Background: an optimization exercise with open tools, aiming at small area, a short achievable clock period and few clock cycles. Do not read the settings as production practice. RTL that was checked went through simulation tests only; none was proved equivalent to the original.

Design agu_tile_stream, start of the top module:
module agu_tile_stream #(
  parameter int                    ADDR_WIDTH = 32,
  parameter int                    IDX_WIDTH  = 16,
  parameter int                    LANES      = 4,
  parameter int                    FIFO_DEPTH = 4,
  parameter logic [ADDR_WIDTH-1:0] NULL_ADDR  = '1
) (
  input  logic                  clk,
  input  logic                  rst,
  input  logic                  cfg_valid_i,
  output logic                  cfg_ready_o,
  input  logic [IDX_WIDTH-1:0]  mat_m_i, mat_k_i, mat_n_i,
  input  logic [IDX_WIDTH-1:0]  tm_i, tn_i, tk_i,
  input  logic [ADDR_WIDTH-1:0] base_a_i, base_b_i, base_c_i,
  input  logic [1:0]            elem_shift_i,
  input  logic                  tile_req_i,
  output logic                  tile_done_o,
  output logic                  all_tiles_done_o,
  output logic                  busy_o,
  output logic                  out_valid,
  input  logic                  out_ready,
  output logic [LANES*ADDR_WIDTH-1:0] out_addr,
  output logic [LANES-1:0]      out_null,
  output logic [1:0]            out_id,
  output logic                  out_last
);
==> flow/config.mk <==
export PLATFORM = sky130hd
export DESIGN_NAME = agu_tile_stream
export DESIGN_NICKNAME = agu_tile_stream
export VERILOG_FILES = /design/flow/design.v
export SDC_FILE = /design/flow/constraint.sdc
export NUM_CORES = 4
export LEC_CHECK = 0
export ABC_AREA = 1
export CAP_MARGIN = 20
export CORE_MARGIN = 2
export CORE_UTILIZATION = 40
export PLACE_DENSITY = 0.6
export SETUP_SLACK_MARGIN = 5
export SLEW_MARGIN = 20
==> flow/constraint.sdc <==
create_clock -name core_clock -period 13.5 [get_ports {clk}]
set_input_delay 2.7000 -clock core_clock [delete_from_list [all_inputs] [get_ports {clk}]]
set_output_delay 2.7000 -clock core_clock [all_outputs]
set_load 0.01 [all_outputs]
standard.sh (not shown) runs the stock make flow with config.mk's settings and CLKGATE_MAP_FILE= SYNTH_SCRIPT=/design/flow/synth_recipe.tcl, a recipe that flattens the netlist after the stock synthesis.
==> flow/flow/run.sh <==
#!/bin/bash
# The standard layout (the standard.sh: its synthesis, floorplan, power grid,
# placement, CTS and routing unchanged), with one difference: the buffers that
# placement puts on every input and output port are sky130_fd_sc_hd__buf_2
# cells instead of the default delay-cell buffers.
set -euo pipefail
export BUFFER_PORTS_ARGS="-buffer_cell sky130_fd_sc_hd__buf_2"
bash standard.sh finish > flow_make.log 2>&1
The first run passed the timing, DRC and antenna checks.
Change:
==> flow/run.sh (new file) <==
#!/bin/bash
# synth_recipe.tcl (not shown) runs the flow's synth.tcl, then flattens the netlist and writes it again
# the make line also repeats each setting of config.mk as NAME=value (left out here)
make -C /OpenROAD-flow-scripts/flow DESIGN_CONFIG=/design/flow/config.mk WORK_HOME=/design/flow/orfs CLKGATE_MAP_FILE= SYNTH_SCRIPT=/design/flow/synth_recipe.tcl finish
removed: flow/flow/run.sh
removed: flow/standard.sh
Outcome: Sequential share of layout area fell by 1.8 points. Register-to-register slack degrades by 0.45 ns. Wire length hardly moves. Setup slack degrades by 0.52 ns. Worst hold slack stays flat. Fmax fell by a few percent.
No functional check of the RTL was part of any run of this note.

* * *

agu_tile_stream, a different RTL version from the one above (not shown whole).
Size: roughly 3400 cells after synthesis, roughly 340 I/O pins, roughly 26000 sq um of cells after synthesis.
clock: 13.5 ns
lec_check: 0
abc_area: 1
cap_margin: 20
core_margin: 2
core_utilization: 40
place_density: 0.6
setup_slack_margin: 5
slew_margin: 20
run.sh (not shown) runs the stock make flow with config.mk's settings and CLKGATE_MAP_FILE= SYNTH_SCRIPT=/design/flow/synth_recipe.tcl, a recipe that flattens the netlist after the stock synthesis.
Stock flow here: none of the scripts above is used.
Then changed:
Settings changed: ABC_AREA 1 to default.
Result: The changed run completed without violations. Non-clock buffer count rose by 8. Clock-buffer cell count rose by 3. Worst setup slack degrades by 0.29 ns. Hold slack improves by 0.021 ns. Die area fell slightly. Design area fell slightly. Synthesized area fell slightly.
No run of this note included a check of the RTL's function; only the layout flow was run.

* * *

The RTL this note starts from:
==> flow/design.v <==
module agu_tile_stream #(
  parameter int                    ADDR_WIDTH = 32,
  parameter int                    IDX_WIDTH  = 16,
  parameter int                    LANES      = 4,
  parameter int                    FIFO_DEPTH = 4,
  parameter logic [ADDR_WIDTH-1:0] NULL_ADDR  = '1
) (
  input  logic                  clk,
  input  logic                  rst,
  input  logic                  cfg_valid_i,
  output logic                  cfg_ready_o,
  input  logic [IDX_WIDTH-1:0]  mat_m_i, mat_k_i, mat_n_i,
  input  logic [IDX_WIDTH-1:0]  tm_i, tn_i, tk_i,
  input  logic [ADDR_WIDTH-1:0] base_a_i, base_b_i, base_c_i,
  input  logic [1:0]            elem_shift_i,
  input  logic                  tile_req_i,
  output logic                  tile_done_o,
  output logic                  all_tiles_done_o,
  output logic                  busy_o,
  output logic                  out_valid,
  input  logic                  out_ready,
  output logic [LANES*ADDR_WIDTH-1:0] out_addr,
  output logic [LANES-1:0]      out_null,
  output logic [1:0]            out_id,
  output logic                  out_last
);
  localparam int AW = ADDR_WIDTH;
  localparam int IW = IDX_WIDTH;
  localparam int SW = IW + 3;               
  localparam int LB = $clog2(LANES) + 3;    
  localparam int HW = AW - LB;
  localparam logic [1:0] SEG_A = 2'd0, SEG_B = 2'd1, SEG_C = 2'd2;
  logic busy_q, init_q, armed_q, run_q, done_q, last_q;
  logic [1:0]    seg_q, sh_q;
  logic          lk_q, lm_q;                
  logic          ce_q, re_q;                
  logic [IW-1:0] k_q, n_q, tm_q, tn_q, tk_q;
  logic [IW-1:0] rm_q, rn_q, rk_q, ko_q, no_q;
  logic [IW-1:0] rr_q, rc_q;                
  logic [AW-1:0] p_q, r_q, am_q, bk_q, bb_q, cm_q;
  logic cfg_acc, zero_cfg, valid, pop, adv;
  logic last_m, last_n, last_k, walk_end;
  logic [IW-1:0] em, en, ek;
  logic [IW-1:0] dm, dn, dk;
  assign cfg_acc  = cfg_valid_i & ~busy_q;
  assign zero_cfg = (mat_m_i == '0) | (mat_k_i == '0) | (mat_n_i == '0) |
                    (tm_i == '0) | (tn_i == '0) | (tk_i == '0);
  assign dm     = rm_q - tm_q;
  assign dn     = rn_q - tn_q;
  assign dk     = rk_q - tk_q;
  assign last_m = rm_q <= tm_q;
  assign last_n = rn_q <= tn_q;
  assign last_k = rk_q <= tk_q;
  assign em     = last_m ? rm_q : tm_q;
  assign en     = last_n ? rn_q : tn_q;
  assign ek     = last_k ? rk_q : tk_q;
  assign walk_end = (seg_q == SEG_C) & lm_q & last_n;
  assign valid = run_q | (armed_q & tile_req_i);
  assign pop   = valid & out_ready;
  assign adv   = pop | init_q;
  assign out_valid        = valid;
  assign tile_done_o      = out_ready & last_q;
  assign cfg_ready_o      = ~busy_q;
  assign busy_o           = busy_q;
  assign all_tiles_done_o = done_q;
  assign out_id           = seg_q;
  assign out_last         = last_q;
  localparam int GN = (HW + 3) / 4;
  logic [HW-1:0]               hi, t;
  logic [GN-1:0]               gf_q;
  logic [LANES-1:1]            c_q, nul_q;
  logic [LANES-1:1][LB-1:0]    lo_q;
  assign hi = p_q[AW-1:LB];
  always_comb begin
    for (int i = 0; i < HW; i++) begin
      t[i] = 1'b1;
      for (int j = 0; j < i / 4; j++) t[i] = t[i] & gf_q[j];
      for (int b = (i / 4) * 4; b < i; b++) t[i] = t[i] & hi[b];
    end
  end
  assign out_null[0]      = 1'b0;
  assign out_addr[AW-1:0] = p_q;
  for (genvar l = 1; l < LANES; l++) begin : g_lane
    assign out_null[l]          = nul_q[l];
    assign out_addr[l*AW +: AW] = nul_q[l] ? NULL_ADDR : {hi ^ (t & {HW{c_q[l]}}), lo_q[l]};
  end
  localparam int EV_START = 0, EV_INROW = 1, EV_ROW = 2, EV_TOB = 3, EV_TOC = 4;
  logic [4:0]    ev_q, ev_n;
  logic          start, inrow, rowadv, to_b, to_c, ce_n, re_n, lk_n, last_n_beat;
  logic [1:0]    seg_n;
  logic [IW-1:0] y, w_n, h_n;
  logic [SW-1:0] y_s, z_s;
  logic [AW-1:0] x, madd, uadd;
  logic [GN-1:0] gf_n;
  logic [LANES-1:1] c_n, nul_n;
  logic [LANES-1:1][LB-1:0] lo_n;
  logic [IW-1:0] rc_n;
  assign start  = ev_q[EV_START];
  assign inrow  = ev_q[EV_INROW];
  assign rowadv = ev_q[EV_ROW];
  assign to_b   = ev_q[EV_TOB];
  assign to_c   = ev_q[EV_TOC];
  always_comb begin
    x = ({AW{start}} & am_q) | ({AW{inrow}} & p_q) | ({AW{rowadv}} & r_q) |
        ({AW{to_b}} & bk_q) | ({AW{to_c}} & cm_q);
    y = ({IW{start}} & ko_q) | ({IW{inrow}} & IW'(LANES)) |
        ({IW{rowadv & (seg_q == SEG_A)}} & k_q) | ({IW{rowadv & (seg_q != SEG_A)}} & n_q) |
        ({IW{to_b | to_c}} & no_q);
  end
  assign y_s  = SW'(y) << sh_q;
  assign madd = x + AW'(y_s);
  always_comb begin
    logic [4*GN-1:0] h;
    h = {{(4*GN-HW){1'b1}}, madd[AW-1:LB]};
    for (int j = 0; j < GN; j++) gf_n[j] = &h[4*j +: 4];
  end
  for (genvar l = 1; l < LANES; l++) begin : g_carry
    logic [LB:0] lo;
    assign lo     = {1'b0, madd[LB-1:0]} + ((LB+1)'(l) << sh_q);
    assign c_n[l]  = lo[LB];
    assign lo_n[l] = lo[LB-1:0];
    assign nul_n[l] = (rc_n[IW-1:2] == '0) & (rc_n[1:0] <= 2'(l));
  end
  assign z_s  = SW'((seg_q == SEG_A) ? rk_q : rn_q) << sh_q;
  assign uadd = r_q + AW'(z_s);
  always_comb begin
    seg_n = seg_q; lk_n = lk_q;
    w_n = (seg_q == SEG_A) ? ek : en;
    h_n = rr_q - IW'(1);
    if (start)     begin seg_n = SEG_A; w_n = ek; h_n = em; end
    else if (to_b) begin seg_n = SEG_B; w_n = en; h_n = ek; lk_n = last_k; end
    else if (to_c) begin seg_n = SEG_C; w_n = en; h_n = em; end
  end
  assign rc_n = inrow ? rc_q - IW'(LANES) : w_n;
  assign ce_n = inrow ? (rc_q <= IW'(2*LANES)) : (w_n <= IW'(LANES));
  assign re_n = inrow ? re_q : (h_n == IW'(1));
  assign last_n_beat = ce_n & re_n & ((seg_n == SEG_C) | ((seg_n == SEG_B) & ~lk_n));
  always_comb begin
    ev_n = '0;
    if (last_n_beat)           ev_n[EV_START] = 1'b1;
    else if (!ce_n)            ev_n[EV_INROW] = 1'b1;
    else if (!re_n)            ev_n[EV_ROW]   = 1'b1;
    else if (seg_n == SEG_A)   ev_n[EV_TOB]   = 1'b1;
    else                       ev_n[EV_TOC]   = 1'b1;
  end
  always_ff @(posedge clk or posedge rst) begin
    if (rst) begin
      busy_q <= 1'b0; init_q <= 1'b0; armed_q <= 1'b0; run_q <= 1'b0;
      done_q <= 1'b0; last_q <= 1'b0;
    end else if (cfg_acc) begin
      busy_q <= ~zero_cfg; init_q <= ~zero_cfg; armed_q <= 1'b0; run_q <= 1'b0;
      done_q <= zero_cfg; last_q <= 1'b0;
    end else begin
      init_q <= 1'b0;
      if (init_q) armed_q <= 1'b1;
      if (busy_q & tile_req_i) run_q <= 1'b1;
      if (adv) last_q <= last_n_beat;
      if (pop & last_q) begin
        run_q <= 1'b0;
        if (walk_end) begin busy_q <= 1'b0; armed_q <= 1'b0; done_q <= 1'b1; end
      end
    end
  end
  always_ff @(posedge clk) begin
    if (!busy_q) begin
      k_q <= mat_k_i; n_q <= mat_n_i; tm_q <= tm_i; tn_q <= tn_i; tk_q <= tk_i;
      sh_q <= elem_shift_i;
      rm_q <= mat_m_i; rn_q <= mat_n_i; rk_q <= mat_k_i; ko_q <= '0; no_q <= '0;
      am_q <= base_a_i; bk_q <= base_b_i; bb_q <= base_b_i; cm_q <= base_c_i;
      ev_q <= 5'(1 << EV_START);
    end else if (adv) begin
      p_q <= madd; gf_q <= gf_n; c_q <= c_n; lo_q <= lo_n; nul_q <= nul_n; ev_q <= ev_n;
      rc_q <= rc_n;
      if (!inrow) begin r_q <= madd; rr_q <= h_n; end
      seg_q <= seg_n; lk_q <= lk_n; ce_q <= ce_n; re_q <= re_n;
      if (last_q) begin
        if (lk_q) begin
          rn_q <= last_n ? n_q : dn;
          no_q <= last_n ? '0 : no_q + tn_q;
        end
        if (lk_q & last_n) cm_q <= uadd;
        if (~lk_q) bk_q <= uadd;
      end
      if (to_b) begin
        rk_q <= last_k ? k_q : dk;
        ko_q <= last_k ? '0 : ko_q + tk_q;
        if (last_n & last_k) am_q <= uadd;
      end
      if (to_c) begin
        lm_q <= last_m;
        bk_q <= bb_q;
        if (last_n) rm_q <= dm;
      end
    end
  end
endmodule
clock: 13.5 ns
lec_check: 0
abc_area: 1
cap_margin: 20
core_margin: 2
core_utilization: 55
cts_cluster_diameter: 150
cts_cluster_size: 25
place_density: 0.7
setup_slack_margin: 5
slew_margin: 20
standard.sh (not shown) runs the stock make flow with config.mk's settings and CLKGATE_MAP_FILE= SYNTH_SCRIPT=/design/flow/synth_recipe.tcl, a recipe that flattens the netlist after the stock synthesis.
==> flow/flow/run.sh <==
#!/bin/bash
# The standard layout (the standard.sh: its synthesis, floorplan, power grid,
# placement, CTS and routing unchanged), with one difference: the buffers that
# placement puts on every input and output port are sky130_fd_sc_hd__buf_1
# cells instead of the default delay-cell buffers.
set -euo pipefail
export BUFFER_PORTS_ARGS="-buffer_cell sky130_fd_sc_hd__buf_1"
bash standard.sh finish > flow_make.log 2>&1
Testbench counts at the start, summed over its fixed seeds: cycles 105,238.
==> next run, changes <==
- ABC_AREA: 1 -> unset
- CTS_CLUSTER_DIAMETER: 150 -> 100
- CTS_CLUSTER_SIZE: 25 -> 20
The new run completed without violations.
Sequential share of layout area stays flat.
Synthesized area drops by 0.89%.
Final area hardly moves.
Hold slack got worse by 0.0057 ns.
Synthesized cell count goes down by 19%.
Wire length came out lower by 7.5%.
Die area falls by 0.87%.
Clock-buffer cell count rises by 8.
==> next run, changes <==
- ABC_AREA: unset -> 1
- CTS_CLUSTER_DIAMETER: 100 -> unset
- CTS_CLUSTER_SIZE: 20 -> unset
=> Routed wire length grows by 8.9%; first-iteration DRC count came out lower by 3.3%; sequential cell count stays the same.

static timing again, ports no longer ideal:
Ports are ideal in the flow. The routed layouts listed here were re-timed in OpenROAD. Step 1 assumes that a clkbuf_16 drives the clock port and a buf_2 every other input. Step 2 moves the port delays by t, midway between the first and last clock arrival at a register: inputs arrive t later, outputs are due t later. That takes back most of the time a late clock gives input paths. Slacks: ideal ports / drivers / drivers and shift; pairs: ideal ports / drivers.
run | t, ns | slack for setup (ns) | worst hold slack (ns) | worst setup path after step 2 | worst data-port slew with drivers (ns)
the first run of note 1 | 0.658 | 6.107 / 6.044 / 6.675 | 0.508 / 0.508 / 0.508 | register to register | 0.09
the second run of note 1 | 0.669 | 5.591 / 5.527 / 6.196 | 0.510 / 0.510 / 0.510 | register to output | 0.08
the first run of note 2 | 0.643 | 5.805 / 5.805 / 5.805 | 0.511 / 0.511 / 0.511 | register to register | 0.08
the second run of note 2 | 0.637 | 5.512 / 5.446 / 6.043 | 0.532 / 0.532 / 0.532 | register to register | 0.08
the first run of note 3 | 0.635 | 7.734 / 7.708 / 7.708 | 0.534 / 0.534 / 0.534 | input to output | 0.08
the second run of note 3 | 0.651 | 7.588 / 7.588 / 7.588 | 0.529 / 0.529 / 0.529 | register to register | 0.08
the third run of note 3 | 0.655 | 7.723 / 7.691 / 7.691 | 0.528 / 0.528 / 0.528 | input to output | 0.08
After both steps setup and hold are still met in every run listed. For the third run of note 3, which loses most, drivers alone change the setup slack by -0.032 ns; drivers and shift together by -0.032 ns.
